What follows belongs to an exercise in optimizing a design on an open flow for small area, a short achievable clock period and few clock cycles per item; a production flow would make more cautious choices. Function was checked by simulation only, so behaviour that the tests miss may differ from the original.

==> design/flow/design.v <==
`default_nettype none
package move_eval_pkg;
    typedef enum logic [2:0] {
        dir_n,
        dir_ne,
        dir_e,
        dir_se,
        dir_s,
        dir_sw,
        dir_w,
        dir_nw
    } dir_t;
    typedef enum logic {
        blue = 1'b0,
        red  = 1'b1
    } color_t;
    typedef enum logic [1:0] {
        st_idle,
        st_perm_check,
        st_new_location,
        st_make_decision
    } ctrl_state_t;
    localparam int num_dirs   = 8;
    localparam int win_size   = 25;
    localparam int win_centre = 12;
    localparam int score_w    = 8;
endpackage
`default_nettype wire
`timescale 1ns/100ps
`default_nettype none
module move_eval_top #(
    parameter int coord_w = 8
) (
    input  wire logic                  clk,
    input  wire logic                  rst,
    input  wire logic                  start,
    input  wire logic [2:0]            direction,
    input  wire logic                  color,
    input  wire logic [coord_w-1:0]    current_x,
    input  wire logic [coord_w-1:0]    current_y,
    input  wire logic [coord_w-1:0]    width,
    input  wire logic [coord_w-1:0]    length,
    input  wire logic [24:0]           status,
    input  wire logic [7:0]            centre_lines,
    input  wire logic [7:0]            target_lines,
    input  wire logic [63:0]           neighbor_lines,
    output logic                       idle,
    output logic                       no_perm,
    output logic                       no_perm_valid,
    output logic                       finish,
    output logic                       my_move,
    output logic [7:0]                 bestval
);
    localparam logic [7:0] dx_p = 8'b0000_1110;    
    localparam logic [7:0] dx_m = 8'b1110_0000;    
    localparam logic [7:0] dy_p = 8'b1000_0011;    
    localparam logic [7:0] dy_m = 8'b0011_1000;    
    logic [2:0] d;
    logic       dxd_p, dxd_m, dyd_p, dyd_m;
    assign d     = direction;
    assign dxd_p = dx_p[d];
    assign dxd_m = dx_m[d];
    assign dyd_p = dy_p[d];
    assign dyd_m = dy_m[d];
    logic [8:0] cx9, cy9, w9, l9;
    logic [4:0] xok, yok;
    assign cx9 = {1'b0, current_x};
    assign cy9 = {1'b0, current_y};
    assign w9  = {1'b0, width};
    assign l9  = {1'b0, length};
    assign xok[0] = (current_x >= 8'd2) && (cx9 <= w9 + 9'd2);
    assign xok[1] = (current_x != 8'd0) && (cx9 <= w9 + 9'd1);
    assign xok[2] = (cx9 <= w9);
    assign xok[3] = (cx9 + 9'd1 <= w9);
    assign xok[4] = (cx9 + 9'd2 <= w9);
    assign yok[0] = (current_y >= 8'd2) && (cy9 <= l9 + 9'd2);
    assign yok[1] = (current_y != 8'd0) && (cy9 <= l9 + 9'd1);
    assign yok[2] = (cy9 <= l9);
    assign yok[3] = (cy9 + 9'd1 <= l9);
    assign yok[4] = (cy9 + 9'd2 <= l9);
    logic       t_xok, t_yok, legal;
    logic       on_border, mm;
    logic [7:0] ty, y0;
    assign t_xok = dxd_p ? xok[3] : dxd_m ? xok[1] : xok[2];
    assign t_yok = dyd_p ? yok[3] : dyd_m ? yok[1] : yok[2];
    logic t_st;
    always_comb
    begin
        case (d)
            3'd0:    t_st = status[7];
            3'd1:    t_st = status[8];
            3'd2:    t_st = status[13];
            3'd3:    t_st = status[18];
            3'd4:    t_st = status[17];
            3'd5:    t_st = status[16];
            3'd6:    t_st = status[11];
            default: t_st = status[6];
        endcase
    end
    assign legal = t_st && !centre_lines[d] && t_xok && t_yok;
    logic bx0, bxw, by0, byl;
    always_comb
    begin
        bx0 = dxd_p ? 1'b0 : dxd_m ? (current_x == 8'd1) : (current_x == 8'd0);
        bxw = dxd_p ? (cx9 + 9'd1 == w9) : dxd_m ? (cx9 == w9 + 9'd1) : (cx9 == w9);
        by0 = dyd_p ? 1'b0 : dyd_m ? (current_y == 8'd1) : (current_y == 8'd0);
        byl = dyd_p ? (cy9 + 9'd1 == l9) : dyd_m ? (cy9 == l9 + 9'd1) : (cy9 == l9);
        on_border = bx0 || bxw || by0 || byl;
    end
    assign mm = (target_lines != 8'h00) || on_border;
    assign ty = current_y + {{7{dyd_m}}, dyd_m | dyd_p};
    assign y0 = color ? ty : length - ty;
    logic [7:0]      allowed;
    logic [7:0]      wrapped;
    logic [7:0][3:0] u;           
    for (genvar n = 0; n < 8; n++)
    begin : g_reply
        localparam int dxn = dx_p[n] ? 1 : dx_m[n] ? -1 : 0;
        localparam int dyn = dy_p[n] ? 1 : dy_m[n] ? -1 : 0;
        logic       st, r_xok, r_yok;
        logic [3:0] pop;
        always_comb
        begin
            case (d)
                3'd0:    st = status[12 + dxn - 5 * (dyn + 1)];
                3'd1:    st = status[12 + dxn + 1 - 5 * (dyn + 1)];
                3'd2:    st = status[12 + dxn + 1 - 5 * dyn];
                3'd3:    st = status[12 + dxn + 1 - 5 * (dyn - 1)];
                3'd4:    st = status[12 + dxn - 5 * (dyn - 1)];
                3'd5:    st = status[12 + dxn - 1 - 5 * (dyn - 1)];
                3'd6:    st = status[12 + dxn - 1 - 5 * dyn];
                default: st = status[12 + dxn - 1 - 5 * (dyn + 1)];
            endcase
        end
        assign r_xok = dxd_p ? xok[dxn + 3] : dxd_m ? xok[dxn + 1] : xok[dxn + 2];
        assign r_yok = dyd_p ? yok[dyn + 3] : dyd_m ? yok[dyn + 1] : yok[dyn + 2];
        assign allowed[n] = st && !target_lines[n] && (d != 3'(n + 4))
                            && r_xok && r_yok;
        always_comb
        begin
            pop = '0;
            for (int b = 0; b < 8; b++)
                pop = pop + 4'(neighbor_lines[8 * n + b]);
        end
        if (dyn == 0) begin : g_flat
            assign u[n] = pop + 4'd1;
        end else if (dyn > 0) begin : g_up
            assign u[n] = pop + {2'b00, color, 1'b0};
        end else begin : g_down
            assign u[n] = pop + {2'b00, !color, 1'b0};
        end
        assign wrapped[n] = (y0[7:4] == 4'hf) && ({1'b0, y0[3:0]} + {1'b0, u[n]} >= 5'd17);
    end
    logic [3:0][5:0] k1;
    logic [1:0][5:0] k2;
    logic [5:0]      kbest;
    logic [7:0][5:0] k0;
    always_comb
    begin
        for (int n = 0; n < 8; n++)
            k0[n] = {allowed[n], !wrapped[n], u[n]};
        for (int i = 0; i < 4; i++)
            k1[i] = (k0[2 * i + 1] > k0[2 * i]) ? k0[2 * i + 1] : k0[2 * i];
        for (int i = 0; i < 2; i++)
            k2[i] = (k1[2 * i + 1] > k1[2 * i]) ? k1[2 * i + 1] : k1[2 * i];
        kbest = (k2[1] > k2[0]) ? k2[1] : k2[0];
    end
    logic [3:0] pop_t;
    logic       sel;
    logic [7:0] s2;
    always_comb
    begin
        pop_t = '0;
        for (int b = 0; b < 8; b++)
            pop_t = pop_t + 4'(target_lines[b]);
    end
    assign sel = mm && kbest[5];
    assign s2  = sel ? y0 + y0 + 8'(pop_t) - 8'd1 : y0 + 8'(pop_t);
    logic       busy_q;
    logic       fin_q;
    logic       mm_q;
    logic [7:0] s2_q;
    logic [3:0] kq_q;
    logic       accept;
    assign accept = start && !busy_q && !rst;
    always_ff @(posedge clk)
    begin
        busy_q <= accept;
        fin_q  <= accept && legal;
        mm_q   <= mm;
        s2_q   <= (accept && legal) ? s2 : 8'h00;
        kq_q   <= (accept && legal && sel) ? kbest[3:0] : 4'h0;
    end
    assign idle          = !busy_q;
    assign no_perm_valid = busy_q;
    assign no_perm       = !fin_q;
    assign finish        = fin_q;
    assign my_move       = mm_q;
    assign bestval       = s2_q + 8'(kq_q);
endmodule
`default_nettype wire
==> design/flow/run.sh <==
#!/bin/bash
# synth_recipe.tcl (not shown) runs the flow's synth.tcl, then flattens the netlist and writes it again
# the make line also repeats each setting of config.mk as NAME=value (left out here)
make -C /OpenROAD-flow-scripts/flow DESIGN_CONFIG=/design/flow/config.mk WORK_HOME=/design/flow/orfs CLKGATE_MAP_FILE= SYNTH_SCRIPT=/design/flow/synth_recipe.tcl finish
==> design/flow/config.mk <==
export PLATFORM = sky130hd
export DESIGN_NAME = move_eval_top
export DESIGN_NICKNAME = move_eval_top
export VERILOG_FILES = /design/flow/design.v
export SDC_FILE = /design/flow/constraint.sdc
export NUM_CORES = 4
export LEC_CHECK = 0
export CAP_MARGIN = 20
export CORE_MARGIN = 2
export CORE_UTILIZATION = 40
export SLEW_MARGIN = 20
==> design/flow/constraint.sdc <==
create_clock -name core_clock -period 32.0 [get_ports {clk}]
set_input_delay 6.4000 -clock core_clock [delete_from_list [all_inputs] [get_ports {clk}]]
set_output_delay 6.4000 -clock core_clock [all_outputs]
set_load 0.01 [all_outputs]
==> notes.md <==
==> report_power, final <==
group / total [mW] / internal (mW) / switching (mW)
sequential: 0.0197 / 0.0194 / 0.000352
combinational: 0.741 / 0.329 / 0.411
clock: 0.0244 / 0.0167 / 0.00777
total: 0.785 / 0.366 / 0.420
==> final timing paths <==
| kind | from | to |
|---|---|---|
| setup / recovery | direction[2] | s2_q[5]$_SDFF_PN0_ |
| hold / removal | busy_q$_DFF_P_ | busy_q$_DFF_P_ |
| setup reg to reg | busy_q$_DFF_P_ | kq_q[3]$_SDFF_PN0_ |
| hold reg to reg | busy_q$_DFF_P_ | busy_q$_DFF_P_ |
==> layer usage <==
metal  share of wire, %  vias to the layer above  track usage, %
li1                   -                     4680               -
met1                 50                     4217            28.7
met2                 46                      151            34.4
met3                3.0                       14           0.970
met4               0.74                        0            2.33
met5                  0                        -               0
==> layout make-up <==
| cell class | count | area share, % |
|---|---|---|
| timing repair buffer | 161 | 13.4 |
| clock buffer | 3 | 0.628 |
| multi-input combinational | 1026 | 74.4 |
| clock inverter | 1 | 0.0419 |
| sequential | 15 | 2.51 |
| inverter | 180 | 5.65 |
| tap | 324 | 3.39 |
==> metrics by stage <==
step                cell area [um2]  hold WS [ns]
finish                        12000         0.511
CTS                           11900         0.513
detailed placement            11900         0.506
global route                  12000         0.532
global placement              11900         0.499
floorplan                      9970         0.498
==> synth_stat cells (3+ instances only) <==
cell type	count	area, um2
nand4_1	28	175
nor2_1	84	315
o22a_1	5	43.8
and3_1	4	25.0
mux2_2	10	113
xor2_1	34	298
o21bai_1	6	45.0
o21ai_0	54	270
a211oi_1	20	150
a21oi_1	81	405
a31o_2	3	26.3
nand2b_1	16	100
clkbuf_1	13	48.8
o31ai_1	5	37.5
o21a_1	14	105
buf_2	6	30.0
nand3_1	23	115
o22ai_1	5	31.3
mux4_2	6	135
a21o_1	31	233
nand2_1	65	244
nor2b_1	23	144
inv_1	179	672
nor3_1	20	100
ha_1	236	2950
or4_1	5	37.5
nand3b_1	11	82.6
and4_1	3	26.3
nor4_1	9	56.3
mux2i_1	18	180
or2_2	8	50.1
o221ai_1	5	43.8
o211ai_1	14	105
o2bb2ai_1	3	26.3
xnor2_1	66	578
fa_1	55	1100
or3_1	3	18.8
and2_1	4	25.0
dfxtp_1	15	300
==> cells by family after synthesis <==
family	synth area share [%]
AO/OA/AOI/OAI	18.7
AND/OR/NAND/NOR	16.4
flip-flops	3.01
adder cells (fa/ha/maj)	40.7
multiplexers	4.58
buffers and inverters	7.87
XOR/XNOR	8.79
==> state kept, by name, summed over array words and instances (netlist names) <==
| signal | count |
|---|---|
| fin_q | 1 |
| busy_q | 1 |
| mm_q | 1 |
| kq_q | 4 |
| s2_q | 8 |
==> results.toml <==
[clock_network]
cts_num_sinks = 15
cts_tree = "yes"
worstSkewPairLatency_ns = 0.25
cts-resized-gates = 0
path_clk_slew_ns = 0.05
cts_setup_buffers = 0
clock_path_buffers = 2
cts_buffers = 3
clock-root-buffer = "clkbuf_16"
h-tree-depth = 1
postCtsHoldBufs = 0

[place]
post-place-ws_ns = 13.88
io_buffers = 155
hpwlAfterDp_mm = 22.3
post-place-cells = 1706
place_congestion = 0.861

[pwr]
p_total_uw = 785
power_density_nw_per_um2 = 65.7
p_leak_nw = 5.66
peakVddDrop_mv = 0.0764

[global_routing]
grt_max_degree = 48
antenna_found_initial = 0
grt-ovfl-total = 0
grt_pass1_vias = 8909
grt_pass1_wl_mm = 43.5
grt_use_total_pct = 20.0

[worst_setup_path]
cpPeakStageDelay_ns = 0.90
r2r_slack_ns = 29.93
critPathKind = "in -> reg"
crit_slowest_cell = "a221oi_2"
startpoint_type = "input port"
path_depth = 43
crit_family = "compound AO/OA/AOI/OAI gates"
required_ns = 32.12
worstRegToRegCells = 6
worst-path-max-fanout = 47
cp-end-kind = "flop"
worst-path-buf-inv = 3
cp.arrival_ns = 18.07

[die]
core_um2 = 24400
die_height_um = 162
die_area_um2 = 26200
die_x_um = 162
pin_count = 157
start_util_pct = 40.9
rows = 57

[timing]
setup_viol = 0
min_period_ns = 17.95
hold_viol = 0
clock.fmax_mhz = 55.7
slew_headroom_pct = 29.3
fin_setup_tns_ns = 0
skew_ns = 0.00565
setup_slack_ns = 14.05
rsz0062_at_grt = "false"
finalMaxSlewViolations = 0
tightest_slew_ns = 1.06
fin_crit_sh_pct = 56.1

[route]
dr.pass1.iters = 5
via_count = 9062
drc_errors = 0
vias_per_cell = 5.30
ant_nets = 0
drt-initial-drc-count = 448
totalWireLength_mm = 26.3
wire_per_inst_um = 15.4

[cells_and_area]
nFillCells = 2464
seq_area_um2 = 300
multiInputGateArea_um2 = 8890
diodes = 0
final_nets = 1822
final_cells = 1710
most-common-layout-cells = "ha_1 (236), inv_1 (179), clkdlybuf4s50_1 (155)"
layout_commonest_cell = "ha_1"
layout-drive-gt1-share_pct = 4.11
area_growth_pct = 19.9
final_util_pct = 49.0

[synthesis]
synth_ff_type = "dfxtp_1"
synth_edf_count = 0
async_reset_ff_share_pct = 0
syn-num-nets = 1679
ys_seq_area_share_pct = 3.01
synthCells = 1244
synth.avg_cell_area_um2 = 8.01
ys_warn_count = 1
syn_area_um2 = 9970
synth_cell_types = 81
ys_ff_latch = 15

[run]
maxCapViolations = 0

[status]
status = "no timing/DRC/antenna violations"

[hold_path]
worstHoldPathCells = 1
hp-class = "reg -> reg"
Testbench counts, summed over its fixed seeds: cycles 6,400, moves 3,200.

[separate check: timing with driven ports]
No port has a modelled driver above. Below, the same layout with a new extraction and two added sets of constraints.
Step 1 assumes that a clkbuf_16 drives the clock port and a buf_2 every other input.
Step 2 also shifts input and output timing later by t, the mid clock arrival at the registers, as if the neighbouring blocks saw the same clock.
Slacks: no drivers / after step 1 / after step 2; pairs: no drivers / after step 1.
t, ns: 0.275
slack for setup (ns): 14.049 / 14.058 / 13.783
cell pins on the clock port's net: 1
After both steps setup and hold are still met in this run. For this run, drivers alone change the setup slack by +0.009 ns; drivers and shift together by -0.266 ns.
